What follows belongs to an exercise in optimizing a design on an open flow for small area and a short achievable clock period; a production flow would make more cautious choices.

==> inputs of v20 <==
Design frame_detector, start of the top module:
module frame_detector #(
  parameter int FIFO_DEPTH = 4
) (
  input  logic        clk_in,
  input  logic        rst_n,
  input  logic [15:0] data_in,
  output logic        data_out_ch1, data_out_ch2, data_out_ch3, data_out_ch4,
  output logic        data_out_ch5, data_out_ch6, data_out_ch7, data_out_ch8,
  output logic        data_vld_ch1, data_vld_ch2, data_vld_ch3, data_vld_ch4,
  output logic        data_vld_ch5, data_vld_ch6, data_vld_ch7, data_vld_ch8,
  output logic        fifo_empty,
  output logic        fifo_full,
  output logic        crc_valid_o,
  output logic        crc_err
);
Settings: LEC_CHECK=0, CAP_MARGIN=20, CORE_MARGIN=2, CORE_UTILIZATION=40, PLACE_DENSITY=0.6, SLEW_MARGIN=20; clock period 14.0 ns.
standard.sh (not shown) runs the stock make flow with config.mk's settings and CLKGATE_MAP_FILE= SYNTH_SCRIPT=/design/flow/synth_recipe.tcl, a recipe that flattens the netlist after the stock synthesis.
==> flow/flow/run.sh <==
#!/bin/bash
set -euo pipefail
export FLOW_CLK_PORT=clk_in
bash standard.sh SETUP_SLACK_MARGIN=10.4 CTS_CLUSTER_SIZE=25 CTS_CLUSTER_DIAMETER=100 CORE_UTILIZATION=60 PLACE_DENSITY=0.75  finish > standard_finish.log 2>&1
==> v35 (differences from v20) <==
--- a/flow/design.v
+++ b/flow/design.v
@@ -1,17 +1,18 @@
 package frame_detector_pkg;
   localparam logic [15:0] HEADER_WORD  = 16'hE0E0;
   localparam logic [15:0] TRAILER_WORD = 16'h0E0E;
   localparam int          MAX_WORDS    = 8;
   localparam int          DATA_W       = MAX_WORDS * 16;
   localparam int          NSLOT        = 5;
-  localparam logic [2:0]  P_HUNT  = 3'd0;
-  localparam logic [2:0]  P_HDR2  = 3'd1;
-  localparam logic [2:0]  P_CHAN  = 3'd2;
-  localparam logic [2:0]  P_BODY  = 3'd3;
-  localparam logic [2:0]  P_CHECK = 3'd4;
+  localparam logic [2:0]  P_SKIP  = 3'd0;
+  localparam logic [2:0]  P_HUNT  = 3'd1;
+  localparam logic [2:0]  P_HDR2  = 3'd2;
+  localparam logic [2:0]  P_CHAN  = 3'd3;
+  localparam logic [2:0]  P_BODY  = 3'd4;
+  localparam logic [2:0]  P_CHECK = 3'd5;
 endpackage
 module frame_fifo #(
   parameter int NSLOT = 5,
   parameter int NW    = 8
 ) (
   input  logic             clk_in,
@@ -70,12 +71,13 @@
   output logic        crc_err
 );
   localparam logic [15:0] HEADER_WORD  = frame_detector_pkg::HEADER_WORD;
   localparam logic [15:0] TRAILER_WORD = frame_detector_pkg::TRAILER_WORD;
   localparam int          MAX_WORDS    = frame_detector_pkg::MAX_WORDS;
   localparam int          NSLOT        = FIFO_DEPTH + 1;
+  localparam logic [2:0]  P_SKIP       = frame_detector_pkg::P_SKIP;
   localparam logic [2:0]  P_HUNT       = frame_detector_pkg::P_HUNT;
   localparam logic [2:0]  P_HDR2       = frame_detector_pkg::P_HDR2;
   localparam logic [2:0]  P_CHAN       = frame_detector_pkg::P_CHAN;
   localparam logic [2:0]  P_BODY       = frame_detector_pkg::P_BODY;
   localparam logic [2:0]  P_CHECK      = frame_detector_pkg::P_CHECK;
   function automatic logic onehot4(input logic [3:0] x);
@@ -86,56 +88,57 @@
     c = crc ^ word;
     for (int i = 0; i < 16; i++) begin
       c = c[15] ? ({c[14:0], 1'b0} ^ 16'h1021) : {c[14:0], 1'b0};
     end
     crc16_step = c;
   endfunction
-  localparam logic [15:0] CRC_GOOD = crc16_step(crc16_step(16'h0000, TRAILER_WORD), TRAILER_WORD);
-  logic [15:0]      w_d;    
+  localparam logic [15:0] CRC_GOOD = crc16_step(16'h0000, TRAILER_WORD);
+  logic [15:0]      r_d;
   logic [2:0]       r_pstate, w_pnext;
   logic [3:0]       r_cnt;
   logic             r_prev_trl;
   logic [15:0]      r_crc;
   logic             w_hdr, w_trl, w_chan_ok, w_trailer, w_overflow, w_end, w_match;
   logic             w_push, w_pop;
   logic [2:0]       w_ch_enc;
   logic [MAX_WORDS-1:0] w_wr_word;
-  assign w_d = data_in;
-  assign w_hdr      = (w_d == HEADER_WORD);
-  assign w_trl      = (w_d == TRAILER_WORD);
-  assign w_chan_ok  = (w_d[15:8] == 8'h00) &&
-                      ((onehot4(w_d[3:0]) && (w_d[7:4] == 4'h0)) ||
-                       (onehot4(w_d[7:4]) && (w_d[3:0] == 4'h0)));
+  always_ff @(posedge clk_in) r_d <= data_in;
+  assign w_hdr      = (r_d == HEADER_WORD);
+  assign w_trl      = (r_d == TRAILER_WORD);
+  assign w_chan_ok  = (r_d[15:8] == 8'h00) &&
+                      ((onehot4(r_d[3:0]) && (r_d[7:4] == 4'h0)) ||
+                       (onehot4(r_d[7:4]) && (r_d[3:0] == 4'h0)));
   assign w_trailer  = w_trl && r_prev_trl;
   assign w_overflow = (r_cnt == 4'd10) || ((r_cnt == 4'd9) && !w_trl);
-  assign w_end      = (r_pstate == P_CHECK);
+  assign w_end      = (r_pstate == P_BODY) && w_trailer && (r_cnt >= 4'd3);
   assign w_match    = (r_crc == CRC_GOOD);
-  assign w_ch_enc   = {w_d[7] | w_d[6] | w_d[5] | w_d[4],
-                       w_d[7] | w_d[6] | w_d[3] | w_d[2],
-                       w_d[7] | w_d[5] | w_d[3] | w_d[1]};
+  assign w_ch_enc   = {r_d[7] | r_d[6] | r_d[5] | r_d[4],
+                       r_d[7] | r_d[6] | r_d[3] | r_d[2],
+                       r_d[7] | r_d[5] | r_d[3] | r_d[1]};
   always_comb begin
     w_pnext = r_pstate;
     case (r_pstate)
+      P_SKIP:  w_pnext = P_HUNT;
       P_HUNT:  if (w_hdr) w_pnext = P_HDR2;
       P_HDR2:  w_pnext = w_hdr ? P_CHAN : P_HUNT;
       P_CHAN:  w_pnext = w_chan_ok ? P_BODY : P_HUNT;
       P_BODY: begin
         if (w_trailer)       w_pnext = (r_cnt >= 4'd3) ? P_CHECK : P_HUNT;
         else if (w_overflow) w_pnext = P_HUNT;
       end
       P_CHECK: w_pnext = w_hdr ? P_HDR2 : P_HUNT;
       default: w_pnext = P_HUNT;
     endcase
   end
   always_ff @(posedge clk_in) begin
-    if (!rst_n) r_pstate <= P_HUNT;
+    if (!rst_n) r_pstate <= P_SKIP;
     else        r_pstate <= w_pnext;
   end
   always_ff @(posedge clk_in) begin
     r_cnt      <= (r_pstate == P_CHAN) ? 4'd0 : r_cnt + 4'd1;
-    r_crc      <= (r_pstate == P_CHAN) ? 16'h0000 : crc16_step(r_crc, w_d);
+    r_crc      <= (r_pstate == P_CHAN) ? 16'h0000 : crc16_step(r_crc, r_d);
     r_prev_trl <= w_trl;
   end
   always_comb begin
     for (int k = 0; k < MAX_WORDS; k++) w_wr_word[k] = (r_pstate == P_BODY) && (r_cnt == 4'(k));
   end
   logic [NSLOT-1:0]     r_wr_sel, r_rd_sel, w_sp, w_fetch_slot;
@@ -161,13 +164,13 @@
   end
   assign w_busy = r_shift && (r_b[6:4] != r_nw);
   frame_fifo #(.NSLOT(NSLOT), .NW(MAX_WORDS)) u_fifo (
     .clk_in     (clk_in),
     .i_wr_sel   (r_wr_sel),
     .i_wr_word  (w_wr_word & {MAX_WORDS{!(r_full && w_busy)}}),
-    .i_wr_data  (w_d),
+    .i_wr_data  (r_d),
     .i_ch_we    (r_pstate == P_CHAN),
     .i_ch       (w_ch_enc),
     .i_nw_we    (r_pstate == P_BODY),
     .i_nw       (3'(r_cnt - 4'd3)),
     .i_rd_sel   (w_fetch_slot),
     .i_rd_word  (w_fetch_word),
==> flow/flow/run.sh (replaced) <==
#!/bin/bash
set -euo pipefail
bash standard.sh SETUP_SLACK_MARGIN=10.4 CTS_CLUSTER_SIZE=25 CTS_CLUSTER_DIAMETER=100 CORE_UTILIZATION=75 PLACE_DENSITY=0.85 finish > standard_finish.log 2>&1
==> metrics.md <==
| Metric | Value |
|---|---|
| XOR/XNOR share of the synthesized area | `0.0208` |
| Final GP Congestion | `around 0.88` |
| Die Ht | `about 220 um` |
| Final hold slack | `approximately 0.46 ns` |
| Crit-path slowest cell | `or4_4` |
| P_clk | `approximately 0.0012 W` |
| GR Util met3 | `0.110` |
| Clock-cell share of area | `0.0327` |
| Status | `timing/DRC/antenna clean` |
| Clock Skews | `0.0351 ns` |
| Initial antenna violation count | `1` |
[end of results for v20]
==> metrics.md <==
| Metric | Value |
|---|---|
| Status | `timing/DRC/antenna clean` |
| Dominant synthesized flop cell | `edfxtp_1` |
| Mapped Cells | `1709` |
| Initial antenna violation count | `0` |
| Crit-path slowest cell | `dfxtp_4` |
| Final std cells w/o fill | `2323` |
| XOR/XNOR share of the synthesized area | `0.0207` |
| Die Ht | `around 200 um` |
| Clock Skews | `0.0205 ns` |
| Final GP Congestion | `between 0.9 and 1` |
| Final hold slack | `0.459 ns` |
| P_clk | `between 0.001 and 0.0015 W` |
| Clock-cell share of area | `0.0334` |
[end of results for v35]
Function was not checked in any run of this note: the RTL went through the layout flow alone.

==> re-timing with driven ports <==
The flow's constraints put no driver on any port. The routed layouts listed below were extracted and timed again, unchanged, in two steps. Step 1, drivers: a clkbuf_16 drives clk_in and a buf_2 each remaining input, both assumed. Step 2 times the ports against the registers' clock, not the clock port: input delays grow and output delays shrink by t, the midpoint of the rising clock arrivals with the driver on. Three values: no drivers, after step 1, after step 2; two values: the first two.
run | t (ns) | setup slack, ns | hold WS [ns] | worst setup path after step 2 | worst register clock-pin slew, ns
v20 | 0.655 | 10.051 / 10.058 / 9.404 | 0.465 / 0.465 / 0.465 | input to register | 0.10 / 0.10
v35 | 0.607 | 10.183 / 10.126 / 9.932 | 0.459 / 0.459 / 0.459 | input to register | 0.11 / 0.11
After both steps setup and hold are still met in every run listed. For v20, which loses most, drivers alone change the setup slack by +0.007 ns; drivers and shift together by -0.647 ns.
